Context: an optimization exercise on an open-source flow, tuned for small area, a short achievable clock period and few clock cycles per item. The choices shown serve that exercise and are no tape-out recipe.
RTL that was checked went through simulation tests only; none was proved equivalent to the original.
The RTL of runs 1 and 2 was laid out without a check of its function.
Power is estimated from default activity; no workload was simulated.

**design/flow/design.v**
```verilog
`timescale 1ns/1ps
package pkt_lkp_pkg;
    localparam int LKP_INFO_W     = 20;
    localparam int ODR_ID_W       = 3;
    localparam int PAYLOAD_W      = 64;
    localparam int REQ_ID_W       = 10;
    localparam int ROB_DEPTH      = 8;
    localparam int ROB_IDX_W      = 3;
    localparam int LKP_FIFO_DEPTH = 4;
    localparam int LKP_FIFO_IDX_W = 2;
    localparam int PKT_META_W     = 1 + LKP_INFO_W + ODR_ID_W + 1;
    localparam int LKP_REQ_W      = LKP_INFO_W + REQ_ID_W;
    typedef logic [LKP_INFO_W-1:0] lkp_info_t;
    typedef logic [ODR_ID_W-1:0]   odr_id_t;
    typedef logic [PAYLOAD_W-1:0]  payload_t;
    typedef logic [REQ_ID_W-1:0]   req_id_t;
    typedef logic [ROB_IDX_W-1:0]  rob_idx_t;
    typedef struct packed {
        logic      lkp_en;
        lkp_info_t lkp_info;
        odr_id_t   odr_id;
        logic      so;
    } pkt_meta_t;
    typedef struct packed {
        lkp_info_t info;
        req_id_t   req_id;
    } lkp_req_t;
    typedef struct packed {
        lkp_info_t rslt;
        odr_id_t   odr_id;
        logic      so;
        payload_t  payload;
    } out_pkt_t;
endpackage
`timescale 1ns/1ps
module pkt_lkp_top
(
    input  logic      clk,
    input  logic      rst_i,
    input  logic      b2c_pkt_vld_i,
    input  logic      b2c_pkt_lkp_en_i,
    input  pkt_lkp_pkg::lkp_info_t b2c_pkt_lkp_info_i,
    input  pkt_lkp_pkg::odr_id_t   b2c_pkt_odr_id_i,
    input  logic      b2c_pkt_so_i,
    input  pkt_lkp_pkg::payload_t  b2c_pkt_payload_i,
    output logic      c2b_pkt_rdy_o,
    output logic      c2a_lkp_vld_o,
    output pkt_lkp_pkg::lkp_info_t c2a_lkp_info_o,
    output pkt_lkp_pkg::req_id_t   c2a_lkp_req_id_o,
    input  logic      a2c_lkp_rdy_i,
    input  logic      a2c_lkp_rsp_vld_i,
    input  pkt_lkp_pkg::req_id_t   a2c_lkp_rsp_id_i,
    input  pkt_lkp_pkg::lkp_info_t a2c_lkp_rslt_i,
    output logic      c2d_pkt_vld_o,
    output pkt_lkp_pkg::lkp_info_t c2d_pkt_lkp_rslt_o,
    output pkt_lkp_pkg::odr_id_t   c2d_pkt_odr_id_o,
    output logic      c2d_pkt_so_o,
    output pkt_lkp_pkg::payload_t  c2d_pkt_payload_o,
    input  logic      d2c_pkt_rdy_i
);
    localparam int RW = pkt_lkp_pkg::LKP_INFO_W;
    logic full_q, done_q, full_d, done_d;
    logic empty_q;
    logic req_q, req_d;
    logic leave;
    logic accept;
    assign leave         = c2d_pkt_vld_o && d2c_pkt_rdy_i;
    assign c2b_pkt_rdy_o = empty_q || leave;
    assign accept        = b2c_pkt_vld_i && c2b_pkt_rdy_o;
    logic wait_lkp_q;
    logic direct;
    assign direct           = wait_lkp_q && c2b_pkt_rdy_o;
    assign c2a_lkp_vld_o    = req_q || direct;
    assign c2a_lkp_info_o   = (c2d_pkt_lkp_rslt_o & {RW{req_q}}) | (b2c_pkt_lkp_info_i & {RW{!req_q}});
    assign c2a_lkp_req_id_o = '0;
    always_comb
    begin
        req_d = req_q;
        if (accept && b2c_pkt_lkp_en_i)
            req_d = !(direct && a2c_lkp_rdy_i);
        else if (a2c_lkp_rdy_i)
            req_d = 1'b0;
    end
    always_comb
    begin
        full_d = full_q;
        done_d = done_q;
        if (accept)
        begin
            full_d = 1'b1;
            done_d = !b2c_pkt_lkp_en_i;
        end
        else
        begin
            if (leave)
                full_d = 1'b0;
            if (a2c_lkp_rsp_vld_i)
                done_d = 1'b1;
        end
    end
    always_ff @(posedge clk)
    begin
        if (rst_i)
        begin
            full_q        <= 1'b0;
            empty_q       <= 1'b1;
            done_q        <= 1'b0;
            c2d_pkt_vld_o <= 1'b0;
            req_q         <= 1'b0;
            wait_lkp_q    <= 1'b0;
        end
        else
        begin
            full_q        <= full_d;
            empty_q       <= !full_d;
            done_q        <= done_d;
            c2d_pkt_vld_o <= full_d && done_d;
            req_q         <= req_d;
            wait_lkp_q    <= b2c_pkt_vld_i && b2c_pkt_lkp_en_i && !accept;
        end
    end
    always_ff @(posedge clk)
    begin
        if (accept)
        begin
            {c2d_pkt_odr_id_o, c2d_pkt_so_o, c2d_pkt_payload_o} <=
                {b2c_pkt_odr_id_i, b2c_pkt_so_i, b2c_pkt_payload_i};
            c2d_pkt_lkp_rslt_o <= b2c_pkt_lkp_info_i & {RW{b2c_pkt_lkp_en_i}};
        end
        else if (a2c_lkp_rsp_vld_i)
            c2d_pkt_lkp_rslt_o <= a2c_lkp_rslt_i;
    end
endmodule
```
**design/flow/flow/run.sh**
```bash
#!/bin/bash
# Standard layout, with plain buffers on the ports and footprint-free resizing.
set -euo pipefail
bash standard.sh MATCH_CELL_FOOTPRINT=0 "BUFFER_PORTS_ARGS=-buffer_cell sky130_fd_sc_hd__buf_1" finish > make_finish.log 2>&1
```
**design/flow/standard.sh**
```bash
#!/bin/bash
# synth_recipe.tcl (not shown) runs the flow's synth.tcl, then flattens the netlist and writes it again
# the make line also repeats each setting of config.mk as NAME=value (left out here)
make -C /OpenROAD-flow-scripts/flow DESIGN_CONFIG=/design/flow/config.mk WORK_HOME=/design/flow/orfs CLKGATE_MAP_FILE= SYNTH_SCRIPT=/design/flow/synth_recipe.tcl "${@:-finish}"
```
**design/flow/config.mk**
```make
export PLATFORM = sky130hd
export DESIGN_NAME = pkt_lkp_top
export DESIGN_NICKNAME = pkt_lkp_top
export VERILOG_FILES = /design/flow/design.v
export SDC_FILE = /design/flow/constraint.sdc
export NUM_CORES = 4
export LEC_CHECK = 0
export CAP_MARGIN = 20
export CORE_MARGIN = 2
export CORE_UTILIZATION = 40
export CTS_CLUSTER_DIAMETER = 100
export CTS_CLUSTER_SIZE = 30
export SETUP_SLACK_MARGIN = 2.0
export SLEW_MARGIN = 20
export TNS_END_PERCENT = 100
```
**design/flow/constraint.sdc**
```tcl
create_clock -name core_clock -period 4.0 [get_ports {clk}]
set_input_delay 0.8000 -clock core_clock [delete_from_list [all_inputs] [get_ports {clk}]]
set_output_delay 0.8000 -clock core_clock [all_outputs]
set_load 0.01 [all_outputs]
```
==> summary.txt, run 1 <==
Worst setup path
  • Critical-path cell list: buf_8 -> a21oi_4 -> inv_2 -> a21o_1 -> buf_2
  • Endpoint type of the worst setup path: primary output
  • Delay of the slowest critical-path stage: around 0.16 ns
  • Critical path arrival: 1.40 ns
  • Worst path depth: 5
  • Req. time, crit path: between 3 and 4 ns
  • CP Buf/Inv Count: 3
  • CP top delay family: compound AO/OA/AOI/OAI gates
  • R2r worst-path depth: 6
  • Crit path kind: in2out
  • CP max FO: 3
  • Slowest cell on crit path: a21o_1
  • CP startpoint kind: primary input

Placement
  • Pre-CTS WS: around 1.2 ns
  • Port bufs: around 230
  • Routability cong.: 0.759
  • Post-DP HPWL: between 6 and 7 mm

Clock tree
  • CTS tree: built
  • Clock tree buffer depth: 2
  • Root Driver: clkbuf_8
  • Clock slew at reported path FFs: 0.09 ns
  • CTS buffer count: 9
  • H-tree level count: 3
  • CTS sink cnt: 94
  • Worst-Skew Late Latency: 0.36 ns

Timing
  • Slew Viols, Final: 0
  • Setup Viol. Count Final: 0
  • Worst clock skew: 0.0112 ns
  • Worst slew margin relative to its limit: roughly 36%
  • Setup TNS: 0 ns
  • Period utilization: 54.9%
  • Hold slack: roughly 0.53 ns
  • Post-layout minimum cycle time: 2.20 ns
  • Least-Margin Pin Slew: 0.959 ns
  • Setup ws final: approximately 1.8 ns
  • Fmax: 455 MHz
  • Final hold vios: 0
  • RSZ-0062 raised after global routing: yes

Route
  • # DRC: 0
  • Total iterations of the first detailed-routing run: 4
  • Final wirelength: 9.14 mm
  • Initial DRC Count: between 70 and 80
  • Via density: 4.73
  • Via count: 2,660
  • Routed Antenna Nets: 0
  • Wire per inst: 16.3 um

Power and ir drop
  • Pint: about 0.0015 W
  • Power per Cell Area: 426 mW/mm2
  • Peak VDD IR: around 0.00015 V
  • Combinational Power Share: 14.5%
  • Switching Share: a little over a quarter
  • Clk pwr share: 27.8%
  • Sw Pwr: between 0.0005 and 0.0006 W
  • Share of power burned in registers: 57.7%
  • Cell leakage power: 1.68 nW

Synth
  • Syn Area/Cell: 16.4 um2
  • Distinct cells, synth: 22
  • Cells after Synth: 215
  • Synth warn: 1
  • Cell taking the most area after synthesis: edfxtp_1
  • Register area share after synthesis: around four fifths
  • Yosys top cell area share: roughly three quarters
  • Synth area leaders: edfxtp_1 75%, mux2_2 6.4%, o21ai_0 4.3%
  • Post-Syn Area: 0.00353 mm2
  • #FFs+latches synth: 94

Cells and area
  • Share of cells above drive strength 1: 14.8%
  • Final nets: 574
  • Area delta synth->final: 38.1%
  • Most common cell after layout, fill and taps aside: buf_1
  • Most frequent cells in the layout: 211 x buf_1, 88 x edfxtp_1, 30 x o21ai_0, 23 x nand2_1, 12 x buf_6
  • Antenna diodes: 0

Die
  • I/O pin count: ~250
  • Die height: 97.9 um
  • Die footprint: approximately 0.0096 mm2
  • Rows: 34
  • Starting Density: between 40% and 50%
  • Die X: 97.9 um
  • Core Area: between 0.008 and 0.009 mm2

Job
  • Max cap viols: 0

Global routing
  • First-pass GRT wire length: 13.4 mm
  • Initial antenna violation count: 0
  • Total congestion overflow: 0
  • Largest net degree at the start of global routing: 71
  • Vias in the first global route: 2,591
  • All-Layer GR Usage: 18.6%

Status
  • Status: timing/DRC/antenna clean

Worst hold path
  • Hold WC Path Type: reg2reg
  • Hold Path Depth: 2
-- final cells by class --
cell class | count | area (um2)
multi-input cells | 108 | 722
clock buffers | 10 | 128
repair buffers | 233 | 1050
flip-flops and latches | 94 | 2770
fillers | 780 | 3760
inverters | 3 | 16.3
well taps | 108 | 135
clock inverters | 6 | 55.1
-- worst min-delay path, cell delays in order (launching register included) --
cell and delay [ns]:
dfxtp_1 0.31, nand2_1 0.11, o41ai_2 0.08
-- synthesized netlist by cell type --
library cell and n:
nor2_1 1, inv_2 3, a2111o_1 1, a21o_1 2, buf_2 4, conb_1 1, edfxtp_1 88, nand2_4 1
o21ai_1 11, nand2_1 23, nor3_1 1, o21ai_0 30, o41ai_2 1, o31ai_1 1, a21oi_4 1, nand2b_1 2
mux2_2 20, buf_4 10, a21oi_1 1, dfxtp_1 6, clkbuf_1 6, or4_4 1
-- through the flow --
| step | utilization (%) | cells | power [W] | cell area (um2) |
|---|---|---|---|---|
| finish | 56.4 | 562 | 0.00208 | 4870 |
| detailed placement | 51.2 | 537 | 0.00148 | 4430 |
| CTS | 56.1 | 561 | 0.00209 | 4850 |
| global placement | 51.2 | 537 | 0.00147 | 4430 |
| global route | 56.4 | 562 | 0.00217 | 4870 |
| floorplan | - | 224 | 0.00136 | 3560 |
-- what timing repair did --
| item | 4_1_cts | 5_1_grt |
|---|---|---|
| gates cloned | 2 | 0 |
| buffers inserted | 6 | 1 |
| hold endpoints to repair | 0 | 0 |
| endpoints found under the setup margin | 112 | 22 |
| resized for setup | 56 | 5 |
| hold buffers | 0 | 0 |
| pin swaps | 2 | 2 |
-- registers in the layout, indices dropped and copies added (netlist names) --
signal	cells
full_q	1
empty_q	1
c2d_pkt_so_o	1
c2d_pkt_payload_o	64
c2d_pkt_vld_o	1
c2d_pkt_lkp_rslt_o	20
c2d_pkt_odr_id_o	3
done_q	1
wait_lkp_q	1
req_q	1
-- cell families after synthesis --
group	Yosys count	share of synthesized area, %
AND/OR/NAND/NOR	29	3.69
flip-flops	94	78.3
AO/OA/AOI/OAI	48	7.84
buffers and inverters	23	3.65
multiplexers	20	6.39
other	1	0.106
-- per-layer routing --
| metal | up-vias | global-route usage (%) | part of all wire (%) |
|---|---|---|---|
| met4 | 0 | 6.84 | 1.4 |
| met1 | 1233 | 22.4 | 40 |
| li1 | 1253 | - | - |
| met2 | 164 | 31.0 | 49 |
| met5 | - | 0 | 0 |
| met3 | 10 | 6.59 | 10 |
-- final timing paths --
| kind | from | end | slack [ns] |
|---|---|---|---|
| setup / recovery | d2c_pkt_rdy_i | c2a_lkp_vld_o | 1.80 |
| hold / removal | full_q$_SDFF_PP0_ | c2d_pkt_vld_o$_SDFF_PP0_ | 0.53 |
| setup reg to reg | c2d_pkt_vld_o$_SDFF_PP0_ | c2d_pkt_payload_o[3]$_DFFE_PP_ | 2.07 |
| hold reg to reg | full_q$_SDFF_PP0_ | c2d_pkt_vld_o$_SDFF_PP0_ | 0.53 |
-- power by group through the flow --
stage	logic [W]	clock network [W]	registers, W
2_1_floorplan	0.000108	0	0.00125
6_report	0.000301	0.000577	0.00120
3_5_place_dp	0.000256	0	0.00122
5_1_grt	0.000327	0.000642	0.00120
4_1_cts	0.000301	0.000596	0.00120
3_3_place_gp	0.000252	0	0.00122
==> inputs of run 2 (changes only) <==
--- a/design/flow/config.mk
+++ b/design/flow/config.mk
@@ -7,2 +7,3 @@
 export LEC_CHECK = 0
+export ABC_AREA = 1
 export CAP_MARGIN = 20
==> summary.txt, run 2 <==
Status
  • Status: timing/DRC/antenna clean

Worst hold path
  • Hold WC Path Type: reg2reg
  • Hold Path Depth: 3
  • Worst Hold End: empty_q$_SDFF_PP1_
  • Hold wc startpoint: full_q$_SDFF_PP0_

Synth
  • Cell taking the most area after synthesis: edfxtp_1
  • Top-count cell post-synth: edfxtp_1
  • Top cells by count, synth: 88 x edfxtp_1, 48 x nand2_1, 27 x inv_1
  • Most used DFF post-synth: edfxtp_1
  • #FFs+latches synth: 94
  • Asr flop ratio synth: 0%
  • Yosys top cell area share: 74.3%
  • Syn Area/Cell: ~15 um2
  • Post-Syn Area: ~0.0036 mm2
  • Cells after Synth: 241
  • Distinct cells, synth: 20
  • Register area share after synthesis: between 70% and 80%
  • Synth area leaders: edfxtp_1 74%, nand2_1 5.1%, o21ai_2 4.7%
  • Number of flops mapped to enable cells by yosys: 88
  • Synth warn: 1

Cells and area
  • Most common cell after layout, fill and taps aside: buf_1
  • Post-route cell area: ~0.0051 mm2
  • Number of flip-flops in the largest register: 64
  • Share of cells above drive strength 1: between 20% and 30%
  • Antenna diodes: 0
  • Area delta synth->final: 42.9%
  • Final nets: 613
  • Final Util: between 50 and 60%
  • Non-Filler Instances: 601
  • Most frequent cells in the layout: 201 x buf_1, 88 x edfxtp_1, 33 x nand2_1, 26 x o21ai_2, 22 x inv_1
  • Fillers: 760

Worst setup path
  • Req. time, crit path: 3.20 ns
  • Critical path arrival: 1.29 ns
  • CP top delay family: buffers and inverters
  • Crit Reg-Reg Startpoint: c2d_pkt_vld_o$_SDFF_PP0_
  • Endpoint type of the worst setup path: primary output
  • FF-to-FF End: c2d_pkt_lkp_rslt_o[1]$_DFFE_PP_
  • Slowest cell on crit path: a21o_1
  • FF-to-FF setup slack: 2.25 ns
  • R2r worst-path depth: 6
  • CP most frequent cell: nand2_8
  • CP max FO: 4
  • Crit path kind: in2out
  • CP Buf/Inv Count: 2
  • Critical-path cell list: buf_8 -> nand2_8 -> nand2_8 -> a21o_1 -> buf_2
  • CP startpoint kind: primary input
  • Delay of the slowest critical-path stage: 0.15 ns

Route
  • # DRC: 0
  • Wire per inst: 14.8 um
  • Initial DRC Count: 84
  • Total iterations of the first detailed-routing run: 4
  • Final wirelength: 8.92 mm
  • Via density: between 4 and 5
  • Via count: 2,720
  • Routed Antenna Nets: 0

Die
  • Die footprint: 0.00967 mm2
  • Die height: 98.3 um
  • Die X: 98.3 um
  • Core Area: 0.00868 mm2
  • I/O pin count: 246
  • Rows: 34
  • Starting Density: 41.0%

Clock tree
  • Hold-fix buffers at CTS: 0
  • CTS buffer count: 9
  • Clock slew at reported path FFs: 0.09 ns
  • Clock tree buffer depth: 2
  • Root Driver: clkbuf_8
  • Worst-Skew Late Latency: 0.35 ns
  • H-tree level count: 3
  • CTS tree: built
  • CTS sink cnt: 94

Placement
  • DP Cell Count: roughly 570
  • Placed Area: 0.00450 mm2
  • Post-DP HPWL: 6.49 mm
  • Pre-CTS WS: 1.49 ns
  • Routability cong.: approximately 0.74
  • Port bufs: 225

Power and ir drop
  • Power per Cell Area: 457 mW/mm2
  • Cell leakage power: 1.94 nW
  • Peak VDD IR: between 0.0002 and 0.00025 V

Timing
  • Final hold vios: 0
  • Period utilization: 52.2%
  • Fmax: around 480 MHz
  • RSZ-0062 raised after global routing: yes
  • Worst clock skew: 0.00630 ns
  • Post-layout minimum cycle time: between 2 and 2.5 ns
  • Setup Viol. Count Final: 0
  • Setup ws final: 1.91 ns
  • Setup TNS: 0 ns
  • Slew Viols, Final: 0

Global routing
  • Vias in the first global route: 2,520
  • Total congestion overflow: 0
  • Initial antenna violation count: 0
  • Largest net degree at the start of global routing: 28
  • All-Layer GR Usage: 17.2%
  • First-pass GRT wire length: about 13 mm

Job
  • Max cap viols: 0
==> run 2: changes by cell type after synthesis, sizes merged, moves of 2 or more <==
cell    previous run  this run
buf               14        17
nand2b             2         0
nand2             24        51
mux2              20         0
clkbuf             6         1
nand3              0         3
or2                0         2
inv                3        27
nor2               1         3
==> run 2: power by group <==
part	switching [W]	internal, W	leakage (nW)
clock network	0.000328	0.000485	0.133
logic	0.000191	0.000120	0.900
registers	0.0000331	0.00117	0.911
==> run 2: metal layers <==
metal	track usage, %	up-vias	routed length (um)
met5	0	-	0
met4	5.06	0	80
met3	5.58	8	737
met2	29.5	123	4640
met1	20.7	1279	3460
li1	-	1310	-
==> run 2: how the worst max path moves through the flow <==
stage | startpoint | endpoint | cells after the start
floorplan | d2c_pkt_rdy_i | c2d_pkt_lkp_rslt_o[0]$_DFFE_PP_ | 5
global placement | d2c_pkt_rdy_i | c2d_pkt_lkp_rslt_o[6]$_DFFE_PP_ | 6
detailed placement | d2c_pkt_rdy_i | c2d_pkt_lkp_rslt_o[8]$_DFFE_PP_ | 6
CTS | d2c_pkt_rdy_i | c2a_lkp_vld_o | 5
global route | d2c_pkt_rdy_i | c2a_lkp_vld_o | 5
finish | d2c_pkt_rdy_i | c2a_lkp_vld_o | 5
==> run 2: what timing repair did <==
item,CTS,global route
setup buffers,6,9
pin swaps,3,4
cloned,1,1
gates resized for setup,61,52
setup endpoints to repair,93,53
==> run 2: cell families after synthesis <==
family / count (synthesis) / synth area share [%]
AOI/OAI and AO/OA: 42 / 8.30
buffers and inverters: 45 / 6.65
DFF: 94 / 77.6
other: 1 / 0.105
and+or+nand+nor: 59 / 7.31
==> run 2: worst reg2reg max path, stage by stage, from the launching register on <==
cell	delay (ns)
dfxtp_1	0.37
nand2_8	0.11
nand2_8	0.05
buf_4	0.15
nand2_8	0.17
clkinvlp_4	0.22
or2_4	0.41
==> run 2: final cells by class <==
cell class | count | area, um2 | share of cell area [%]
sequential | 94 | 2770 | 54.4
timing repair buffer | 244 | 1090 | 21.5
multi-input combinational | 111 | 716 | 14.1
clock inverter | 6 | 140 | 2.76
tap | 108 | 135 | 2.66
clock buffer | 10 | 128 | 2.51
inverter | 27 | 105 | 2.07
timing repair inverter | 1 | 5.00 | 0.0984
==> run 2: stage by stage <==
step | hold WS (ns) | power, W
final | 0.541 | 0.00232
after global routing | 0.584 | 0.00242
after detailed placement | 0.513 | 0.00149
after floorplan | 0.476 | 0.00137
after global placement | 0.507 | 0.00148
after CTS | 0.538 | 0.00231
==> inputs of run 3 (changes only) <==
--- a/design/flow/design.v
+++ b/design/flow/design.v
@@ -61,15 +61,12 @@
     localparam int RW = pkt_lkp_pkg::LKP_INFO_W;
-    logic full_q, done_q, full_d, done_d;
-    logic empty_q;
-    logic req_q, req_d;
-    logic leave;
-    logic accept;
-    assign leave         = c2d_pkt_vld_o && d2c_pkt_rdy_i;
-    assign c2b_pkt_rdy_o = empty_q || leave;
-    assign accept        = b2c_pkt_vld_i && c2b_pkt_rdy_o;
-    logic wait_lkp_q;
-    logic direct;
-    assign direct           = wait_lkp_q && c2b_pkt_rdy_o;
-    assign c2a_lkp_vld_o    = req_q || direct;
-    assign c2a_lkp_info_o   = (c2d_pkt_lkp_rslt_o & {RW{req_q}}) | (b2c_pkt_lkp_info_i & {RW{!req_q}});
+    logic          empty_q;
+    logic          req_q;
+    logic          full_d, done_d, req_d;
+    logic          accept, take_lkp;
+    logic [RW-1:0] rslt_d;
+    assign c2b_pkt_rdy_o = empty_q;
+    assign accept        = b2c_pkt_vld_i && empty_q;
+    assign take_lkp      = accept && b2c_pkt_lkp_en_i;
+    assign c2a_lkp_vld_o    = req_q;
+    assign c2a_lkp_info_o   = c2d_pkt_lkp_rslt_o;
     assign c2a_lkp_req_id_o = '0;
@@ -78,4 +75,4 @@
         req_d = req_q;
-        if (accept && b2c_pkt_lkp_en_i)
-            req_d = !(direct && a2c_lkp_rdy_i);
+        if (take_lkp)
+            req_d = 1'b1;
         else if (a2c_lkp_rdy_i)
@@ -85,4 +82,4 @@
     begin
-        full_d = full_q;
-        done_d = done_q;
+        full_d = !empty_q;
+        done_d = c2d_pkt_vld_o;
         if (accept)
@@ -94,3 +91,3 @@
         begin
-            if (leave)
+            if (c2d_pkt_vld_o && d2c_pkt_rdy_i)
                 full_d = 1'b0;
@@ -104,8 +101,5 @@
         begin
-            full_q        <= 1'b0;
             empty_q       <= 1'b1;
-            done_q        <= 1'b0;
             c2d_pkt_vld_o <= 1'b0;
             req_q         <= 1'b0;
-            wait_lkp_q    <= 1'b0;
         end
@@ -113,20 +107,24 @@
         begin
-            full_q        <= full_d;
             empty_q       <= !full_d;
-            done_q        <= done_d;
             c2d_pkt_vld_o <= full_d && done_d;
             req_q         <= req_d;
-            wait_lkp_q    <= b2c_pkt_vld_i && b2c_pkt_lkp_en_i && !accept;
         end
     end
+    assign rslt_d = (b2c_pkt_lkp_info_i & {RW{take_lkp}}) |
+                    (a2c_lkp_rslt_i & {RW{a2c_lkp_rsp_vld_i}});
     always_ff @(posedge clk)
     begin
-        if (accept)
+        if (rst_i)
         begin
-            {c2d_pkt_odr_id_o, c2d_pkt_so_o, c2d_pkt_payload_o} <=
-                {b2c_pkt_odr_id_i, b2c_pkt_so_i, b2c_pkt_payload_i};
-            c2d_pkt_lkp_rslt_o <= b2c_pkt_lkp_info_i & {RW{b2c_pkt_lkp_en_i}};
+            {c2d_pkt_odr_id_o, c2d_pkt_so_o, c2d_pkt_payload_o} <= '0;
+            c2d_pkt_lkp_rslt_o <= '0;
         end
-        else if (a2c_lkp_rsp_vld_i)
-            c2d_pkt_lkp_rslt_o <= a2c_lkp_rslt_i;
+        else
+        begin
+            if (empty_q)
+                {c2d_pkt_odr_id_o, c2d_pkt_so_o, c2d_pkt_payload_o} <=
+                    {b2c_pkt_odr_id_i, b2c_pkt_so_i, b2c_pkt_payload_i};
+            if (empty_q || a2c_lkp_rsp_vld_i)
+                c2d_pkt_lkp_rslt_o <= rslt_d;
+        end
     end
--- a/design/flow/config.mk
+++ b/design/flow/config.mk
@@ -7,9 +7,8 @@
 export LEC_CHECK = 0
-export ABC_AREA = 1
 export CAP_MARGIN = 20
 export CORE_MARGIN = 2
-export CORE_UTILIZATION = 40
+export CORE_UTILIZATION = 55
 export CTS_CLUSTER_DIAMETER = 100
 export CTS_CLUSTER_SIZE = 30
-export SETUP_SLACK_MARGIN = 2.0
+export SETUP_SLACK_MARGIN = 2.4
 export SLEW_MARGIN = 20
==> summary.txt, run 3 <==
Clock tree
  • CTS tree: built
  • Clock tree buffer depth: 2
  • CTS buffer count: 9
  • Root Driver: clkbuf_8
  • Hold-fix buffers at CTS: 0
  • Clock slew at reported path FFs: 0.08 ns
  • CTS sink cnt: 91
  • H-tree level count: 3
  • Worst-Skew Late Latency: 0.34 ns

Die
  • Core Area: 0.00624 mm2
  • Die X: 83.7 um
  • Die height: 83.7 um
  • I/O pin count: ~250
  • Starting Density: 55.9%
  • Die footprint: about 0.0070 mm2
  • Rows: 29

Job
  • Max cap viols: 0

Timing
  • Setup TNS: 0 ns
  • Slew Viols, Final: 0
  • Setup ws final: 2.26 ns
  • Post-layout minimum cycle time: 1.74 ns
  • Final hold vios: 0
  • Worst clock skew: 0.00504 ns
  • Period utilization: about 43%
  • Worst slew margin relative to its limit: 64.6%
  • Fmax: 575 MHz
  • Least-Margin Pin Slew: 0.531 ns
  • RSZ-0062 raised after global routing: yes
  • Setup Viol. Count Final: 0

Synth
  • Top-count cell post-synth: dfxtp_1
  • Post-Syn Area: 0.00349 mm2
  • Asr flop ratio synth: 0%
  • Cells after Synth: 353
  • Synth warn: 1
  • Number of flops mapped to enable cells by yosys: 0
  • #FFs+latches synth: 91
  • Syn Area/Cell: 9.89 um2
  • Most used DFF post-synth: dfxtp_1
  • Distinct cells, synth: 19
  • Yosys top cell area share: 52.2%
  • Register area share after synthesis: 52.2%
  • Top cells by count, synth: 91 x dfxtp_1, 69 x nor2_1, 68 x mux2i_1
  • Synth area leaders: dfxtp_1 52%, mux2i_1 20%, buf_4 7.7%
  • Cell taking the most area after synthesis: dfxtp_1

Worst setup path
  • CP startpoint kind: primary input
  • Critical-path cell list: clkbuf_2 -> buf_12 -> nor2b_4 -> buf_6 -> a22oi_1 -> nand2_1
  • CP Buf/Inv Count: 3
  • FF-to-FF setup slack: between 2 and 2.5 ns
  • Slowest cell on crit path: a22oi_1
  • CP top delay family: buffers and inverters
  • Critical path arrival: around 2 ns
  • CP max FO: 19
  • Delay of the slowest critical-path stage: 0.31 ns
  • Crit path kind: in2reg
  • Req. time, crit path: 4.21 ns
  • Endpoint type of the worst setup path: flip-flop

Route
  • Routed Antenna Nets: 0
  • Initial DRC Count: 138
  • # DRC: 0
  • Via count: roughly 3,400
  • Via density: 5.20
  • Total iterations of the first detailed-routing run: 4
  • Wire per inst: 17.7 um
  • Final wirelength: 11.5 mm

Global routing
  • First-pass GRT wire length: 15.8 mm
  • Busiest grt layer: met2
  • M3 GR Usage: 7.81%
  • Initial antenna violation count: 0
  • Total congestion overflow: 0
  • Vias in the first global route: between 3,000 and 4,000
  • Met1 Track Usage GR: 31.0%
  • Largest net degree at the start of global routing: 75
  • All-Layer GR Usage: 28.5%
  • Met2 Use GR: 52.6%

Cells and area
  • Number of flip-flops in the largest register: 64
  • Antenna diodes: 0
  • Share of cells above drive strength 1: 42.3%
  • Non-Filler Instances: 649
  • Most frequent cells in the layout: 113 x buf_1, 113 x buf_6, 80 x dfxtp_2, 69 x nor2_1, 68 x mux2i_1
  • Area delta synth->final: 57.8%
  • Fillers: roughly 300
  • Final nets: just under 700

Placement
  • Post-DP HPWL: 6.08 mm
  • Routability cong.: 0.825
  • Pre-CTS WS: 1.56 ns
  • DP Cell Count: 615
  • Port bufs: between 200 and 250

Power and ir drop
  • Cell leakage power: 2.70 nW
  • Peak VDD IR: approximately 0.00029 V
  • Pwr Total: 0.00199 W
  • Power per Cell Area: 362 mW/mm2

Status
  • Status: timing/DRC/antenna clean

Worst hold path
  • Hold WC Path Type: reg2reg
## run 3: worst reg2reg max path, delay by kind of cell, from the launching register on
kind                   cells  cell delay, ns
DFF                        1            0.40
and+or+nand+nor            2            0.48
buffers and inverters      2            0.55
## run 3: per-layer routing
layer | part of all wire (%) | vias to the layer above
li1 | - | 1568
met1 | 35 | 1597
met2 | 54 | 179
met3 | 7.6 | 30
met4 | 2.7 | 0
met5 | 0 | -
## run 3: layout make-up
| class | count | area, um2 | share of cell area (%) |
|---|---|---|---|
| multi-input combinational | 221 | 1400 | 25.4 |
| timing repair buffer | 246 | 1900 | 34.5 |
| clock buffer | 10 | 128 | 2.32 |
| sequential | 91 | 1960 | 35.7 |
| clock inverter | 4 | 20.0 | 0.364 |
| tap | 77 | 96.3 | 1.75 |
## run 3: logic make-up after synthesis
group / count (synthesis) / synth area share, %
buf+inv: 52 / 10.1
mux: 68 / 19.5
compound gates: 22 / 4.70
simple gates: 119 / 13.4
flops: 91 / 52.2
other cells: 1 / 0.107
## run 3: path summary, 6_finish.rpt
path	from	cells past startpoint	to
min	req_q$_SDFFE_PP0P_	2	req_q$_SDFFE_PP0P_
max reg2reg	empty_q$_SDFF_PP1_	4	empty_q$_SDFF_PP1_
min reg2reg	req_q$_SDFFE_PP0P_	2	req_q$_SDFFE_PP0P_
max	rst_i	6	c2d_pkt_lkp_rslt_o[19]$_SDFFE_PP0P_
## run 3: what timing repair did
| action | 4_1_cts | 5_1_grt |
|---|---|---|
| endpoints found under the setup margin | 177 | 130 |
| setup buffers | 5 | 11 |
| gates cloned | 1 | 3 |
| endpoints found under the hold margin | 0 | 0 |
| pin swaps | 0 | 1 |
| gates resized for setup | 420 | 26 |
## run 3: where the power goes
group,switching (W),leakage [nW],total [W],internal [W]
clock,0.000303,0.0815,0.000519,0.000216
combinational,0.000193,1.83,0.000439,0.000246
sequential,0.0000543,0.786,0.00103,0.000980
total,0.000551,2.70,0.00199,0.00144
## run 3: through the flow
stage | cell area, um2 | hold slack [ns] | utilization (%)
5_1_grt | 5510 | 0.524 | 88.2
2_1_floorplan | 3520 | 0.493 | -
3_5_place_dp | 4150 | 0.476 | 66.5
3_3_place_gp | 4150 | 0.459 | 66.4
6_report | 5510 | 0.489 | 88.2
4_1_cts | 5250 | 0.489 | 84.2
Testbench counts of run 3, summed over its fixed seeds: cycles 29,004, items 3,200.
==> inputs of run 4 (changes only) <==
--- a/design/flow/config.mk
+++ b/design/flow/config.mk
@@ -12,3 +12,3 @@
 export CTS_CLUSTER_SIZE = 30
-export SETUP_SLACK_MARGIN = 2.4
+export SETUP_SLACK_MARGIN = 2.3
 export SLEW_MARGIN = 20
==> summary.txt, run 4 <==
Worst setup path
  • Critical-path cell list: buf_1
  • CP Buf/Inv Count: 1
  • Delay of the slowest critical-path stage: 0.36 ns
  • CP max FO: 2
  • CP startpoint kind: flip-flop
  • Crit path kind: reg2out
  • CP endpoint: c2d_pkt_payload_o[52]
  • Critical path origin: c2d_pkt_payload_o[52]$_SDFFE_PP0P_
  • FF-to-FF End: empty_q$_SDFF_PP1_
  • Endpoint type of the worst setup path: primary output
  • FF-to-FF setup slack: around 2.5 ns
  • Critical path arrival: just under 0.9 ns
  • Slowest cell on crit path: dfxtp_1
  • Req. time, crit path: 3.20 ns
  • Crit Reg-Reg Startpoint: empty_q$_SDFF_PP1_
  • CP top delay family: flip-flops
  • R2r worst-path depth: 4
  • Worst path depth: 1

Status
  • Status: timing/DRC/antenna clean

Synth
  • Register area share after synthesis: 52.2%
  • Most used DFF post-synth: dfxtp_1
  • Cell taking the most area after synthesis: dfxtp_1
  • Post-Syn Area: 0.00349 mm2
  • Top cells by count, synth: 91 x dfxtp_1, 69 x nor2_1, 68 x mux2i_1
  • Yosys top cell area share: around 52%
  • Syn Area/Cell: 9.89 um2
  • Top-count cell post-synth: dfxtp_1
  • #FFs+latches synth: 91
  • Asr flop ratio synth: 0%
  • Distinct cells, synth: 19
  • Number of flops mapped to enable cells by yosys: 0
  • Synth warn: 1
  • Cells after Synth: 353
  • Synth area leaders: dfxtp_1 52%, mux2i_1 20%, buf_4 7.7%

Global routing
  • All-Layer GR Usage: 23.9%
  • Initial antenna violation count: 0
  • First-pass GRT wire length: 13.3 mm
  • Total congestion overflow: 0
  • Vias in the first global route: 2,784
  • Largest net degree at the start of global routing: between 70 and 80

Timing
  • Slew Viols, Final: 0
  • RSZ-0062 raised after global routing: yes
  • Worst slew margin relative to its limit: 51.8%
  • Hold slack: 0.482 ns
  • Least-Margin Pin Slew: 0.719 ns
  • Post-layout minimum cycle time: approximately 1.7 ns
  • Setup Viol. Count Final: 0
  • Final hold vios: 0
  • Worst clock skew: 0.00553 ns
  • Setup TNS: 0 ns
  • Fmax: 599 MHz
  • Period utilization: a little over two fifths

Power and ir drop
  • Share of power burned in registers: 55.2%
  • Switching Share: roughly 28%
  • Power per Cell Area: 409 mW/mm2
  • Clk pwr share: 28.0%
  • Cell leakage power: 2.16 nW
  • Pint: 0.00132 W
  • Peak VDD IR: 0.000283 V
  • Sw Pwr: 0.000504 W
  • Combinational Power Share: 16.8%

Clock tree
  • Clock slew at reported path FFs: 0.08 ns
  • Root Driver: clkbuf_8
  • CTS buffer count: 9
  • CTS sink cnt: 91
  • Clock tree buffer depth: 2
  • Hold-fix buffers at CTS: 0
  • H-tree level count: 3
  • CTS tree: built
  • Worst-Skew Late Latency: 0.34 ns

Cells and area
  • Most frequent cells in the layout: 186 x buf_1, 82 x dfxtp_1, 69 x nor2_1, 68 x mux2i_1, 42 x nand2_1
  • Fillers: 529
  • Final nets: around 680
  • Area of the multi-input gates: 0.00139 mm2
  • Antenna diodes: 0
  • Non-Filler Instances: ~640
  • Share of cells above drive strength 1: between 10% and 20%
  • Most common cell after layout, fill and taps aside: buf_1
  • Number of flip-flops in the largest register: 64
  • FF+latch area: around 0.0018 mm2
  • Area delta synth->final: 27.8%

Worst hold path
  • Hold WC Path Type: reg2reg

Job
  • Max cap viols: 0

Placement
  • DP Cell Count: 615
  • Post-DP HPWL: 6.08 mm
  • Port bufs: 225
  • Routability cong.: 0.825

Route
  • Wire per inst: 13.6 um
  • Initial DRC Count: 137
  • Total iterations of the first detailed-routing run: 5
  • Final wirelength: 8.69 mm
  • Routed Antenna Nets: 0
  • Via count: 3,068
  • Via density: just under 5
  • # DRC: 0

Die
  • I/O pin count: 246
  • Die footprint: approximately 0.007 mm2
  • Die height: 83.7 um
  • Die X: about 84 um
  • Core Area: 0.00624 mm2
  • Rows: 29
  • Starting Density: a little under three fifths
==> run 4: cell types whose count changed in the layout (fill, tap and decap cells not counted), sizes merged <==
cell / delta
buf: -48
clkbuf: +36
==> run 4: power by group through the flow <==
stage                     Clock [W]  Sequential [W]  Combinational, W
after floorplan                   0         0.00105          0.000169
after global placement            0         0.00103          0.000273
after detailed placement          0         0.00104          0.000278
after CTS                  0.000524         0.00101          0.000298
after global routing       0.000567         0.00101          0.000338
final                      0.000511         0.00101          0.000307
==> run 4: through the flow <==
step                instance area [um2]  utilization [%]  setup WS, ns  power (W)
floorplan                          3520                -          2.48    0.00122
global placement                   4150             66.4          1.60    0.00131
detailed placement                 4150             66.5          1.56    0.00131
CTS                                4370             70.0          2.30    0.00183
global route                       4460             71.4          2.28    0.00192
finish                             4460             71.4          2.33    0.00183
==> run 4: cells by family after synthesis <==
group / Yosys count / share of synthesized area (%)
simple gates: 119 / 13.4
compound gates: 22 / 4.70
mux: 68 / 19.5
flops: 91 / 52.2
buf+inv: 52 / 10.1
other cells: 1 / 0.107
==> run 4: what timing repair did <==
item	4_1_cts	5_1_grt
pin swaps	0	0
setup buffers	3	3
setup endpoints to repair	76	62
resized for setup	16	39
cloned	1	1
==> run 4: cell type report <==
class                   count  share of cell area (%)
flip-flops and latches     91                    41.2
multi-input cells         221                    31.3
repair buffers            234                    22.1
clock buffers              10                    2.86
well taps                  77                    2.16
clock inverters             4                   0.449
==> run 4: how the worst min path moves through the flow <==
stage	start	to	cells after the start
after floorplan	req_q$_SDFFE_PP0P_	req_q$_SDFFE_PP0P_	2
after detailed placement	req_q$_SDFFE_PP0P_	req_q$_SDFFE_PP0P_	2
after global placement	req_q$_SDFFE_PP0P_	req_q$_SDFFE_PP0P_	2
after CTS	req_q$_SDFFE_PP0P_	req_q$_SDFFE_PP0P_	2
after global routing	c2d_pkt_payload_o[63]$_SDFFE_PP0P_	c2d_pkt_payload_o[63]$_SDFFE_PP0P_	2
final	req_q$_SDFFE_PP0P_	req_q$_SDFFE_PP0P_	2
==> run 4: routing by layer <==
| metal | up-vias | routed length [um] | track usage (%) |
|---|---|---|---|
| met5 | - | 0 | 0 |
| met4 | 0 | 115 | 9.68 |
| met3 | 10 | 717 | 7.12 |
| met2 | 127 | 4390 | 40.8 |
| met1 | 1390 | 3460 | 28.2 |
| li1 | 1541 | - | - |
==> inputs of run 5 (changes only) <==
--- a/design/flow/config.mk
+++ b/design/flow/config.mk
@@ -10,5 +10,5 @@
 export CORE_UTILIZATION = 55
-export CTS_CLUSTER_DIAMETER = 100
-export CTS_CLUSTER_SIZE = 30
-export SETUP_SLACK_MARGIN = 2.3
+export CTS_CLUSTER_DIAMETER = 500
+export CTS_CLUSTER_SIZE = 100
+export SETUP_SLACK_MARGIN = 2.2
 export SLEW_MARGIN = 20
==> summary.txt, run 5 <==
Global routing
  • Total congestion overflow: 0
  • First-pass GRT wire length: 13.1 mm
  • Vias in the first global route: 2,745
  • Largest net degree at the start of global routing: between 70 and 80
  • Initial antenna violation count: 0
  • All-Layer GR Usage: a little under a quarter

Status
  • Status: timing/DRC/antenna clean

Cells and area
  • Most frequent cells in the layout: 224 x buf_1, 90 x dfxtp_1, 69 x nor2_1, 68 x mux2i_1, 42 x nand2_1
  • Final nets: 676
  • Post-route cell area: 0.00434 mm2
  • Most common cell after layout, fill and taps aside: buf_1
  • Number of flip-flops in the largest register: 64
  • Antenna diodes: 0
  • Share of cells above drive strength 1: 4.15%
  • Area delta synth->final: 24.4%
  • Fillers: around 540

Die
  • Starting Density: 55.9%
  • Die X: around 84 um
  • Die footprint: 0.00700 mm2
  • Die height: 83.7 um
  • I/O pin count: roughly 250
  • Core Area: between 0.006 and 0.007 mm2
  • Rows: 29

Synth
  • Synth warn: 1
  • Cells after Synth: 353
  • Top-count cell post-synth: dfxtp_1
  • Asr flop ratio synth: 0%
  • Yosys top cell area share: 52.2%
  • Top cells by count, synth: 91 x dfxtp_1, 69 x nor2_1, 68 x mux2i_1
  • Cell taking the most area after synthesis: dfxtp_1
  • #FFs+latches synth: 91
  • Most used DFF post-synth: dfxtp_1
  • Syn Area/Cell: 9.89 um2
  • Post-Syn Area: 0.00349 mm2
  • Synth area leaders: dfxtp_1 52%, mux2i_1 20%, buf_4 7.7%
  • Distinct cells, synth: 19
  • Register area share after synthesis: about 52%
  • Number of flops mapped to enable cells by yosys: 0

Clock tree
  • Clock tree buffer depth: 2
  • Worst-Skew Late Latency: 0.34 ns
  • H-tree level count: 3
  • Clock slew at reported path FFs: 0.08 ns
  • CTS sink cnt: 91
  • CTS tree: built
  • CTS buffer count: 9
  • Root Driver: clkbuf_8

Timing
  • Least-Margin Pin Slew: 0.778 ns
  • Post-layout minimum cycle time: 1.70 ns
  • RSZ-0062 raised after global routing: no
  • Setup Viol. Count Final: 0
  • Fmax: 587 MHz
  • Period utilization: 42.6%
  • Worst slew margin relative to its limit: 48.0%
  • Final hold vios: 0
  • Slew Viols, Final: 0
  • Setup TNS: 0 ns
  • Worst clock skew: 0.00445 ns

Worst setup path
  • Critical-path cell list: buf_1
  • CP endpoint: c2d_pkt_lkp_rslt_o[8]
  • CP top delay family: flip-flops
  • Critical path origin: c2d_pkt_lkp_rslt_o[8]$_SDFFE_PP0P_
  • FF-to-FF setup slack: 2.37 ns
  • CP max FO: 3
  • Crit Reg-Reg Startpoint: empty_q$_SDFF_PP1_
  • FF-to-FF End: empty_q$_SDFF_PP1_
  • CP Buf/Inv Count: 1
  • Req. time, crit path: ~3.2 ns
  • Crit path kind: reg2out
  • Delay of the slowest critical-path stage: ~0.37 ns
  • Worst path depth: 1
  • Slowest cell on crit path: dfxtp_1
  • R2r worst-path depth: 3
  • Critical path arrival: 0.90 ns
  • Endpoint type of the worst setup path: primary output
  • CP startpoint kind: flip-flop

Route
  • M1 WL: 3.35 mm
  • Total iterations of the first detailed-routing run: 5
  • Met3 wire length: 660 um
  • Top sig layer: met4
  • Via count: 3,011
  • Via density: 4.77
  • Wire per inst: between 10 and 15 um
  • Final wirelength: 8.35 mm
  • Initial DRC Count: 150
  • # DRC: 0
  • Routed Antenna Nets: 0
  • Met2 WL: 4.21 mm

Placement
  • Routability cong.: 0.825
  • Placed Area: 0.00415 mm2
  • Port bufs: 225
  • Post-DP HPWL: 6.08 mm

Power and ir drop
  • Power per Cell Area: roughly 420 mW/mm2
  • Peak VDD IR: 0.000282 V
  • Pwr Total: 0.00180 W
  • Cell leakage power: 2.01 nW

Job
  • Max cap viols: 0

Worst hold path
  • Hold Path Depth: 2
  • Hold wc startpoint: req_q$_SDFFE_PP0P_
  • Hold WC Path Type: reg2reg
[run 5: cell counts after synthesis]
Identical to the previous run, type by type.
[run 5: area by class of cell]
type / count / area (um2) / area share (%)
Sequential cell: 91 / 1830 / 42.1
Multi-Input combinational cell: 219 / 1370 / 31.6
Timing Repair Buffer: 230 / 898 / 20.7
Clock buffer: 10 / 128 / 2.94
Tap cell: 77 / 96.3 / 2.22
Clock inverter: 4 / 20.0 / 0.461
[run 5: layer usage]
layer  up-vias  track usage, %
met3        10            6.92
met5         -               0
met1      1357            27.7
li1       1522               -
met2       122            39.7
met4         0            9.68
[run 5: worst min-delay path by stage]
stage	to	slack [ns]
CTS	req_q$_SDFFE_PP0P_	0.49
detailed placement	req_q$_SDFFE_PP0P_	0.48
finish	req_q$_SDFFE_PP0P_	0.48
global route	c2d_pkt_payload_o[63]$_SDFFE_PP0P_	0.52
global placement	req_q$_SDFFE_PP0P_	0.46
floorplan	req_q$_SDFFE_PP0P_	0.49
[run 5: what timing repair did]
item,4_1_cts,5_1_grt
hold buffers,0,0
resized for setup,4,3
buffers inserted,2,0
setup endpoints to repair,67,20
[run 5: logic make-up after synthesis]
family	count (synthesis)	share of synthesized area (%)
AO/OA/AOI/OAI	22	4.70
other	1	0.107
AND/OR/NAND/NOR	119	13.4
flip-flops	91	52.2
multiplexers	68	19.5
buffers and inverters	52	10.1
[run 5: report_power, final]
group | switching (W) | total [W] | internal (W)
registers | 0.0000364 | 0.00101 | 0.000970
clock network | 0.000293 | 0.000508 | 0.000215
logic | 0.000167 | 0.000290 | 0.000124
[run 5: per-stage QoR]
stage	utilization, %	cells	hold WS, ns	setup WS [ns]
2_1_floorplan	-	362	0.493	2.48
3_3_place_gp	66.4	615	0.459	1.60
3_5_place_dp	66.5	615	0.476	1.56
4_1_cts	69.4	631	0.487	2.23
5_1_grt	69.5	631	0.523	2.23
6_report	69.5	631	0.480	2.30
==> inputs of run 6 (changes only) <==
--- a/design/flow/config.mk
+++ b/design/flow/config.mk
@@ -9,5 +9,5 @@
 export CORE_MARGIN = 2
-export CORE_UTILIZATION = 55
-export CTS_CLUSTER_DIAMETER = 500
-export CTS_CLUSTER_SIZE = 100
+export CORE_UTILIZATION = 70
+export CTS_CLUSTER_DIAMETER = 100
+export CTS_CLUSTER_SIZE = 30
 export SETUP_SLACK_MARGIN = 2.2
==> summary.txt, run 6 <==
Worst setup path
  • CP top delay family: flip-flops
  • R2r worst-path depth: 4
  • FF-to-FF End: empty_q$_SDFF_PP1_
  • Critical-path cell list: buf_1
  • Crit path kind: reg2out
  • CP max FO: 3
  • Endpoint type of the worst setup path: primary output
  • CP Buf/Inv Count: 1
  • Critical path origin: c2d_pkt_lkp_rslt_o[7]$_SDFFE_PP0P_
  • Delay of the slowest critical-path stage: 0.40 ns
  • CP startpoint kind: flip-flop
  • FF-to-FF setup slack: 2.29 ns
  • Critical path arrival: 0.94 ns
  • Crit Reg-Reg Startpoint: empty_q$_SDFF_PP1_
  • Req. time, crit path: 3.20 ns
  • Slowest cell on crit path: dfxtp_1

Clock tree
  • CTS tree: built
  • H-tree level count: 3
  • CTS sink cnt: 91
  • Hold-fix buffers at CTS: 0
  • Setup bufs post-CTS: 5
  • Worst-Skew Late Latency: 0.35 ns
  • PostCTS Resize Cnt: 0
  • Root Driver: clkbuf_8
  • Clock slew at reported path FFs: 0.08 ns
  • CTS buffer count: 9
  • Clock tree buffer depth: 2

Cells and area
  • FF+latch area: 0.00183 mm2
  • Most frequent cells in the layout: 224 x buf_1, 90 x dfxtp_1, 69 x nor2_1, 68 x mux2i_1, 42 x nand2_1
  • Antenna diodes: 0
  • Area of the multi-input gates: 0.00136 mm2
  • Post-route cell area: 0.00439 mm2
  • Final nets: 680
  • Number of flip-flops in the largest register: 64
  • Fillers: ~190
  • Area delta synth->final: 25.9%
  • Share of cells above drive strength 1: approximately 4.8%
  • Most common cell after layout, fill and taps aside: buf_1

Timing
  • Setup TNS: 0 ns
  • Slew Viols, Final: 0
  • Post-layout minimum cycle time: 1.74 ns
  • Fmax: 576 MHz
  • Worst clock skew: around 0.0045 ns
  • Period utilization: between 40% and 50%
  • Worst slew margin relative to its limit: approximately half
  • Setup Viol. Count Final: 0
  • RSZ-0062 raised after global routing: no
  • Final hold vios: 0
  • Least-Margin Pin Slew: 0.756 ns

Placement
  • Placed Area: 0.00414 mm2
  • Routability cong.: ~0.78
  • Post-DP HPWL: 7.21 mm
  • Port bufs: 225

Synth
  • Top-count cell post-synth: dfxtp_1
  • Synth area leaders: dfxtp_1 52%, mux2i_1 20%, buf_4 7.7%
  • Cells after Synth: 353
  • Syn Area/Cell: 9.89 um2
  • #FFs+latches synth: 91
  • Number of flops mapped to enable cells by yosys: 0
  • Most used DFF post-synth: dfxtp_1
  • Register area share after synthesis: 52.2%
  • Yosys top cell area share: 52.2%
  • Top cells by count, synth: 91 x dfxtp_1, 69 x nor2_1, 68 x mux2i_1
  • Asr flop ratio synth: 0%
  • Synth warn: 1
  • Cell taking the most area after synthesis: dfxtp_1
  • Distinct cells, synth: 19
  • Post-Syn Area: 0.00349 mm2

Global routing
  • Initial antenna violation count: 0
  • All-Layer GR Usage: 37.2%
  • Vias in the first global route: 3,165
  • First-pass GRT wire length: 15.3 mm
  • Total congestion overflow: 0
  • Largest net degree at the start of global routing: 72

Die
  • Core Area: 0.00475 mm2
  • Die X: 74.6 um
  • Die footprint: 0.00557 mm2
  • Rows: 25
  • Die height: between 70 and 80 um
  • Starting Density: 73.4%
  • I/O pin count: 246

Route
  • Total iterations of the first detailed-routing run: 6
  • Final wirelength: ~11 mm
  • Wire per inst: about 18 um
  • Via density: 5.36
  • Via count: 3,360
  • Routed Antenna Nets: 0
  • Initial DRC Count: about 220
  • # DRC: 0

Worst hold path
  • Hold wc startpoint: c2d_pkt_payload_o[56]$_SDFFE_PP0P_
  • Hold WC Path Type: reg2reg
  • Hold Path Depth: 2
  • Worst Hold End: c2d_pkt_payload_o[56]$_SDFFE_PP0P_

Job
  • Max cap viols: 0

Power and ir drop
  • Pwr Total: 0.00195 W
  • Peak VDD IR: 0.000346 V
  • Power per Cell Area: around 440 mW/mm2
  • Cell leakage power: 2.04 nW

Status
  • Status: timing/DRC/antenna clean
[run 6: changes by cell type in the layout (fill, tap and decap cells not counted)]
cell and change:
clkbuf_8 +1, and4b_4 -1, clkinv_2 -1, buf_4 +5, and4b_1 +1, nor3_4 -1, nor2b_1 +1, clkinvlp_4 +1
nor3_2 +1, buf_8 -2, bufinv_16 +1, buf_16 +1, nor2b_4 -1
[run 6: tightest hold or removal path, cell delays in order, from the launching register on]
cell and delay, ns:
dfxtp_1 0.33, mux2i_1 0.06, nor2_1 0.07
[run 6: how the worst max path moves through the flow]
stage                                          to  slack (ns)  cells past startpoint
2_1_floorplan  c2d_pkt_lkp_rslt_o[0]$_SDFFE_PP0P_        2.48                      5
3_3_place_gp                   empty_q$_SDFF_PP1_        2.08                      3
3_5_place_dp                   empty_q$_SDFF_PP1_        2.03                      3
4_1_cts                         c2a_lkp_info_o[7]        2.28                      1
5_1_grt                        empty_q$_SDFF_PP1_        2.22                      4
6_report                        c2a_lkp_info_o[7]        2.26                      1
[run 6: cells by family (layout without fill, tap and decap cells)]
kind of cell,after synthesis,after routing,share of synthesized area (%)
other,1,10,0.107
buffers and inverters,52,250,10.1
multiplexers,68,68,19.5
flip-flops,91,91,52.2
AND/OR/NAND/NOR,119,119,13.4
AO/OA/AOI/OAI,22,22,4.70
[run 6: final cells by class]
class | count | share of cell area [%]
Sequential cell | 91 | 41.6
Tap cell | 67 | 1.91
Clock inverter | 5 | 1.20
Clock buffer | 11 | 3.22
Multi-Input combinational cell | 219 | 30.9
Timing Repair Buffer | 234 | 21.3
[run 6: per-layer routing]
layer / GRT usage (%) / vias up / share of wire (%)
met5: 0 / - / 0
met4: 21.6 / 0 / 4.7
met3: 10.0 / 46 / 9.2
met2: 66.8 / 218 / 52
met1: 38.9 / 1566 / 34
li1: - / 1530 / -
[run 6: per-stage QoR]
stage | util, % | instances | setup WS (ns) | hold WS, ns
2_1_floorplan | - | 362 | 2.48 | 0.493
3_3_place_gp | 87.1 | 606 | 2.08 | 0.460
3_5_place_dp | 87.1 | 606 | 2.03 | 0.480
4_1_cts | 92.4 | 627 | 2.28 | 0.494
5_1_grt | 92.4 | 627 | 2.22 | 0.527
6_report | 92.4 | 627 | 2.26 | 0.501
[run 6: where the power goes]
group | total, W | internal (W) | switching (W)
logic | 0.000314 | 0.000127 | 0.000187
clock network | 0.000624 | 0.000303 | 0.000321
registers | 0.00101 | 0.000970 | 0.0000400
==> inputs of run 7 (changes only) <==
--- a/design/flow/config.mk
+++ b/design/flow/config.mk
@@ -9,3 +9,3 @@
 export CORE_MARGIN = 2
-export CORE_UTILIZATION = 70
+export CORE_UTILIZATION = 40
 export CTS_CLUSTER_DIAMETER = 100
==> summary.txt, run 7 <==
Status
  • Status: timing/DRC/antenna clean

Synth
  • Post-Syn Area: 0.00349 mm2
  • Synth warn: 1
  • Top-count cell post-synth: dfxtp_1
  • Yosys top cell area share: a little over half
  • Number of flops mapped to enable cells by yosys: 0
  • Most used DFF post-synth: dfxtp_1
  • Distinct cells, synth: 19
  • Cells after Synth: 353
  • Cell taking the most area after synthesis: dfxtp_1
  • Top cells by count, synth: 91 x dfxtp_1, 69 x nor2_1, 68 x mux2i_1
  • Asr flop ratio synth: 0%
  • Register area share after synthesis: 52.2%
  • #FFs+latches synth: 91
  • Synth area leaders: dfxtp_1 52%, mux2i_1 20%, buf_4 7.7%
  • Syn Area/Cell: between 9 and 10 um2

Die
  • Die height: 97.4 um
  • Die X: roughly 100 um
  • Die footprint: ~0.0095 mm2
  • I/O pin count: 246
  • Core Area: 0.00859 mm2
  • Starting Density: 40.6%
  • Rows: 34

Timing
  • Period utilization: 42.4%
  • Slew Viols, Final: 0
  • RSZ-0062 raised after global routing: no
  • Post-layout minimum cycle time: 1.70 ns
  • Setup Viol. Count Final: 0
  • Worst slew margin relative to its limit: 57.2%
  • Least-Margin Pin Slew: about 0.64 ns
  • Final hold vios: 0
  • Worst clock skew: 0.0108 ns
  • Fmax: about 590 MHz
  • Setup ws final: 2.30 ns
  • Hold slack: roughly 0.50 ns
  • Setup TNS: 0 ns

Cells and area
  • Most common cell after layout, fill and taps aside: buf_1
  • Non-Filler Instances: 670
  • Antenna diodes: 0
  • Area delta synth->final: 28.0%
  • Number of flip-flops in the largest register: 64
  • Final nets: 682
  • Share of cells above drive strength 1: 5.52%
  • Most frequent cells in the layout: 224 x buf_1, 90 x dfxtp_1, 69 x nor2_1, 68 x mux2i_1, 42 x nand2_1

Clock tree
  • Clock tree buffer depth: 2
  • CTS tree: built
  • Clock slew at reported path FFs: around 0.090 ns
  • H-tree level count: 3
  • Root Driver: clkbuf_8
  • Worst-Skew Late Latency: 0.35 ns
  • CTS buffer count: 9
  • CTS sink cnt: 91

Worst setup path
  • Endpoint type of the worst setup path: primary output
  • CP max FO: 3
  • CP Buf/Inv Count: 1
  • Crit path kind: reg2out
  • Req. time, crit path: between 3 and 4 ns
  • CP startpoint kind: flip-flop
  • Critical-path cell list: buf_1
  • CP top delay family: flip-flops
  • Critical path arrival: ~0.9 ns
  • Slowest cell on crit path: dfxtp_1
  • Delay of the slowest critical-path stage: 0.38 ns

Global routing
  • All-Layer GR Usage: 18.1%
  • Vias in the first global route: 2,934
  • Largest net degree at the start of global routing: 40
  • Total congestion overflow: 0
  • First-pass GRT wire length: 14.0 mm
  • Initial antenna violation count: 0

Placement
  • DP Cell Count: 646
  • Pre-CTS WS: 1.57 ns
  • Post-DP HPWL: approximately 6.4 mm
  • Port bufs: 225
  • Routability cong.: 0.787

Worst hold path
  • Hold WC Path Type: reg2reg

Power and ir drop
  • Peak VDD IR: 0.000251 V
  • Power per Cell Area: 418 mW/mm2
  • Cell leakage power: 2.05 nW

Route
  • Routed Antenna Nets: 0
  • Via count: 3,128
  • Wire per inst: about 13 um
  • Initial DRC Count: 57
  • Final wirelength: between 8 and 9 mm
  • # DRC: 0
  • Total iterations of the first detailed-routing run: 4
  • Via density: 4.67

Job
  • Max cap viols: 0
## run 7: cells by family after synthesis
| family | Yosys count | share of synthesized area (%) |
|---|---|---|
| simple gates | 119 | 13.4 |
| flops | 91 | 52.2 |
| mux | 68 | 19.5 |
| buf+inv | 52 | 10.1 |
| compound gates | 22 | 4.70 |
| other cells | 1 | 0.107 |
## run 7: report_power, final
| part | total, W | internal [W] | switching (W) |
|---|---|---|---|
| Sequential | 0.00101 | 0.000970 | 0.0000359 |
| Clock | 0.000558 | 0.000231 | 0.000327 |
| Combinational | 0.000302 | 0.000129 | 0.000173 |
## run 7: repair_timing
item / 4_1_cts / 5_1_grt
buffers inserted: 6 / 0
gates cloned: 2 / 0
pin swaps: 1 / 0
hold buffers: 0 / 0
endpoints found under the setup margin: 61 / 47
resized for setup: 4 / 1
## run 7: final timing paths
check                                                          from                               end  slack (ns)  cells after the start
worst max-delay path            c2d_pkt_lkp_rslt_o[19]$_SDFFE_PP0P_                c2a_lkp_info_o[19]        2.30                      1
worst min-delay path               c2d_pkt_odr_id_o[1]$_SDFFE_PP0P_  c2d_pkt_odr_id_o[1]$_SDFFE_PP0P_        0.50                      2
worst max register to register                   empty_q$_SDFF_PP1_          c2d_pkt_vld_o$_SDFF_PP0_        2.44                      5
worst min register to register     c2d_pkt_odr_id_o[1]$_SDFFE_PP0P_  c2d_pkt_odr_id_o[1]$_SDFFE_PP0P_        0.50                      2
## run 7: worst register-to-register path, delay by kind of cell (launching register included)
kind,cells,cell delay (ns)
buf+inv,2,0.63
flops,1,0.37
simple gates,3,0.43
## run 7: layout make-up
cell class,count,area (um2)
Clock buffer,9,124
Fill cell,851,4130
Tap cell,108,135
Multi-Input combinational cell,221,1390
Sequential cell,91,1830
Clock inverter,7,50.0
Timing Repair Buffer,234,940
## run 7: stage by stage
step | util, % | total power (W) | area, um2
CTS | 52.0 | 0.00189 | 4460
detailed placement | 48.8 | 0.00132 | 4190
finish | 52.0 | 0.00187 | 4470
floorplan | - | 0.00122 | 3520
global placement | 48.7 | 0.00131 | 4180
global route | 52.0 | 0.00197 | 4470
## run 7: per-layer routing
layer | up-vias | wire length [um] | GRT usage [%]
li1 | 1548 | - | -
met1 | 1441 | 3550 | 20.2
met2 | 133 | 4640 | 33.2
met3 | 6 | 698 | 5.76
met4 | 0 | 68 | 4.70
met5 | - | 0 | 0
==> inputs of run 8 (changes only) <==
--- a/design/flow/config.mk
+++ b/design/flow/config.mk
@@ -9,3 +9,3 @@
 export CORE_MARGIN = 2
-export CORE_UTILIZATION = 40
+export CORE_UTILIZATION = 55
 export CTS_CLUSTER_DIAMETER = 100
==> summary.txt, run 8 <==
Cells and area
  • Share of cells above drive strength 1: 4.15%
  • Most common cell after layout, fill and taps aside: buf_1
  • Number of flip-flops in the largest register: 64
  • Fillers: about 540
  • Final nets: 676
  • Area delta synth->final: 24.4%
  • Antenna diodes: 0
  • Most frequent cells in the layout: 224 x buf_1, 90 x dfxtp_1, 69 x nor2_1, 68 x mux2i_1, 42 x nand2_1

Power and ir drop
  • Pint: between 0.001 and 0.0015 W
  • Peak VDD IR: around 0.00028 V
  • Combinational Power Share: 16.1%
  • Cell leakage power: 2.01 nW
  • Sw Pwr: about 0.00050 W
  • Switching Share: 27.5%
  • Clk pwr share: 28.2%
  • Share of power burned in registers: between 50% and 60%
  • Power per Cell Area: between 400 and 500 mW/mm2

Timing
  • Period utilization: 42.6%
  • Slew Viols, Final: 0
  • Fmax: 587 MHz
  • RSZ-0062 raised after global routing: no
  • Final hold vios: 0
  • Worst slew margin relative to its limit: around 48%
  • Least-Margin Pin Slew: 0.778 ns
  • Worst clock skew: 0.00445 ns
  • Setup ws final: around 2.3 ns
  • Setup Viol. Count Final: 0
  • Setup TNS: 0 ns
  • Post-layout minimum cycle time: 1.70 ns

Placement
  • Pre-CTS WS: 1.56 ns
  • Routability cong.: 0.825
  • Post-DP HPWL: 6.08 mm
  • Port bufs: 225

Route
  • Wire per inst: between 10 and 15 um
  • Routed Antenna Nets: 0
  • Initial DRC Count: 150
  • Via count: around 3,000
  • Total iterations of the first detailed-routing run: 5
  • Via density: 4.77
  • # DRC: 0
  • Final wirelength: 8.35 mm

Synth
  • Cell taking the most area after synthesis: dfxtp_1
  • Distinct cells, synth: 19
  • Cells after Synth: roughly 350
  • Yosys top cell area share: ~52%
  • Synth warn: 1
  • Synth area leaders: dfxtp_1 52%, mux2i_1 20%, buf_4 7.7%
  • Top cells by count, synth: 91 x dfxtp_1, 69 x nor2_1, 68 x mux2i_1
  • Number of flops mapped to enable cells by yosys: 0
  • Register area share after synthesis: 52.2%
  • #FFs+latches synth: slightly above 90
  • Syn Area/Cell: a little under 10 um2
  • Top-count cell post-synth: dfxtp_1
  • Post-Syn Area: 0.00349 mm2
  • Most used DFF post-synth: dfxtp_1
  • Asr flop ratio synth: 0%

Worst hold path
  • Hold WC Path Type: reg2reg
  • Worst Hold End: req_q$_SDFFE_PP0P_
  • Hold wc startpoint: req_q$_SDFFE_PP0P_
  • Hold Path Depth: 2

Status
  • Status: timing/DRC/antenna clean

Worst setup path
  • Crit path kind: reg2out
  • FF-to-FF End: empty_q$_SDFF_PP1_
  • Critical path arrival: about 0.9 ns
  • CP max FO: 3
  • CP startpoint kind: flip-flop
  • Endpoint type of the worst setup path: primary output
  • CP Buf/Inv Count: 1
  • CP top delay family: flip-flops
  • Critical-path cell list: buf_1
  • Crit Reg-Reg Startpoint: empty_q$_SDFF_PP1_
  • Delay of the slowest critical-path stage: 0.37 ns
  • FF-to-FF setup slack: 2.37 ns
  • R2r worst-path depth: 3
  • Req. time, crit path: 3.20 ns
  • Slowest cell on crit path: dfxtp_1

Die
  • I/O pin count: 246
  • Die footprint: 0.00700 mm2
  • Core Area: 0.00624 mm2
  • Die height: between 80 and 90 um
  • Starting Density: between 50% and 60%
  • Die X: between 80 and 90 um
  • Rows: 29

Clock tree
  • H-tree level count: 3
  • Clock slew at reported path FFs: ~0.080 ns
  • Clock tree buffer depth: 2
  • CTS tree: built
  • Worst-Skew Late Latency: 0.34 ns
  • CTS buffer count: 9
  • Root Driver: clkbuf_8
  • CTS sink cnt: 91

Global routing
  • Vias in the first global route: about 2,700
  • Largest net degree at the start of global routing: 74
  • First-pass GRT wire length: about 13 mm
  • Total congestion overflow: 0
  • Initial antenna violation count: 0
  • All-Layer GR Usage: 23.4%

Job
  • Max cap viols: 0
## run 8: what timing repair did
| item | 4_1_cts | 5_1_grt |
|---|---|---|
| resized for setup | 4 | 3 |
| buffers inserted | 2 | 0 |
| endpoints found under the setup margin | 67 | 20 |
| pin swaps | 0 | 0 |
| endpoints found under the hold margin | 0 | 0 |
| hold buffers | 0 | 0 |
## run 8: how the worst max path moves through the flow
stage | endpoint | slack, ns | cells after the start | startpoint
after floorplan | c2d_pkt_lkp_rslt_o[0]$_SDFFE_PP0P_ | 2.48 | 5 | rst_i
after global placement | c2d_pkt_lkp_rslt_o[17]$_SDFFE_PP0P_ | 1.60 | 6 | rst_i
after detailed placement | c2d_pkt_lkp_rslt_o[11]$_SDFFE_PP0P_ | 1.56 | 6 | rst_i
after CTS | c2d_pkt_lkp_rslt_o[18]$_SDFFE_PP0P_ | 2.23 | 5 | rst_i
after global routing | c2d_pkt_lkp_rslt_o[19]$_SDFFE_PP0P_ | 2.23 | 6 | rst_i
final | c2d_pkt_lkp_rslt_o[8] | 2.30 | 1 | c2d_pkt_lkp_rslt_o[8]$_SDFFE_PP0P_
## run 8: cell type report
type | instances | area, um2 | area share [%]
Sequential cell | 91 | 1830 | 42.1
Multi-Input combinational cell | 219 | 1370 | 31.6
Timing Repair Buffer | 230 | 898 | 20.7
Clock buffer | 10 | 128 | 2.94
Tap cell | 77 | 96.3 | 2.22
Clock inverter | 4 | 20.0 | 0.461
## run 8: power groups by stage
stage	logic (W)	clock network [W]	registers, W
global route	0.000321	0.000563	0.00101
finish	0.000290	0.000508	0.00101
floorplan	0.000169	0	0.00105
global placement	0.000273	0	0.00103
CTS	0.000293	0.000524	0.00101
detailed placement	0.000278	0	0.00104
## run 8: metal layers
metal | wire, um | track usage, % | share of wire (%) | vias up
met2 | 4210 | 39.7 | 50 | 122
met3 | 660 | 6.92 | 7.9 | 10
met1 | 3350 | 27.7 | 40 | 1357
met5 | 0 | 0 | 0 | -
met4 | 117 | 9.68 | 1.4 | 0
li1 | - | - | - | 1522
## run 8: kinds of logic (layout without fill, tap and decap cells)
| group | count (synthesis) | count (layout) | synth area share, % |
|---|---|---|---|
| other cells | 1 | 10 | 0.107 |
| mux | 68 | 68 | 19.5 |
| buf+inv | 52 | 244 | 10.1 |
| simple gates | 119 | 119 | 13.4 |
| compound gates | 22 | 22 | 4.70 |
| flops | 91 | 91 | 52.2 |
## run 8: metrics by stage
stage          cells  utilization, %  total power, W  hold WS (ns)  cell area, um2
6_report         631            69.5         0.00180         0.480            4340
5_1_grt          631            69.5         0.00190         0.523            4340
4_1_cts          631            69.4         0.00182         0.487            4330
3_5_place_dp     615            66.5         0.00131         0.476            4150
3_3_place_gp     615            66.4         0.00131         0.459            4150
2_1_floorplan    362               -         0.00122         0.493            3520
## run 8: worst reg2reg max path, cell delays in order (launching register included)
cell	delay [ns]
dfxtp_4	0.41
buf_4	0.62
nor2_1	0.14
or3_1	0.36

[afterwards: timing with drivers on the ports]
How much do the figures lean on ideal ports? The routed layouts below were timed once more, with nothing changed but the port constraints.
Step 1 (the two cells are an assumption about what drives the block):
set clk [get_ports {clk}]
set_driving_cell -lib_cell sky130_fd_sc_hd__clkbuf_16 $clk
set_driving_cell -lib_cell sky130_fd_sc_hd__buf_2 [delete_from_list [all_inputs] $clk]
Step 2 adds t to the input delays and takes it off the output delays; t is the mean of the earliest and latest rising clock arrival at the registers after step 1. Input paths then give back, and output paths get back, about the clock's delay inside the block.
a / b / c = ideal / step 1 / step 2; a / b = the first two.
run	t (ns)	setup slack, ns	latest minus earliest clock arrival (ns)
run 1	0.380	1.802 / 1.758 / 1.620	0.014 / 0.014
run 2	0.371	1.911 / 1.869 / 1.722	0.010 / 0.010
run 3	0.365	2.261 / 2.244 / 1.878	0.007 / 0.007
run 4	0.365	2.330 / 2.299 / 2.011	0.010 / 0.010
run 5	0.364	2.297 / 2.266 / 1.994	0.008 / 0.008
run 6	0.377	2.263 / 2.234 / 1.904	0.009 / 0.009
run 7	0.369	2.303 / 2.273 / 2.052	0.010 / 0.011
run 8	0.364	2.297 / 2.266 / 1.994	0.008 / 0.008
After both steps setup and hold are still met in every run listed. For run 3, which loses most, drivers alone change the setup slack by -0.017 ns; drivers and shift together by -0.383 ns.
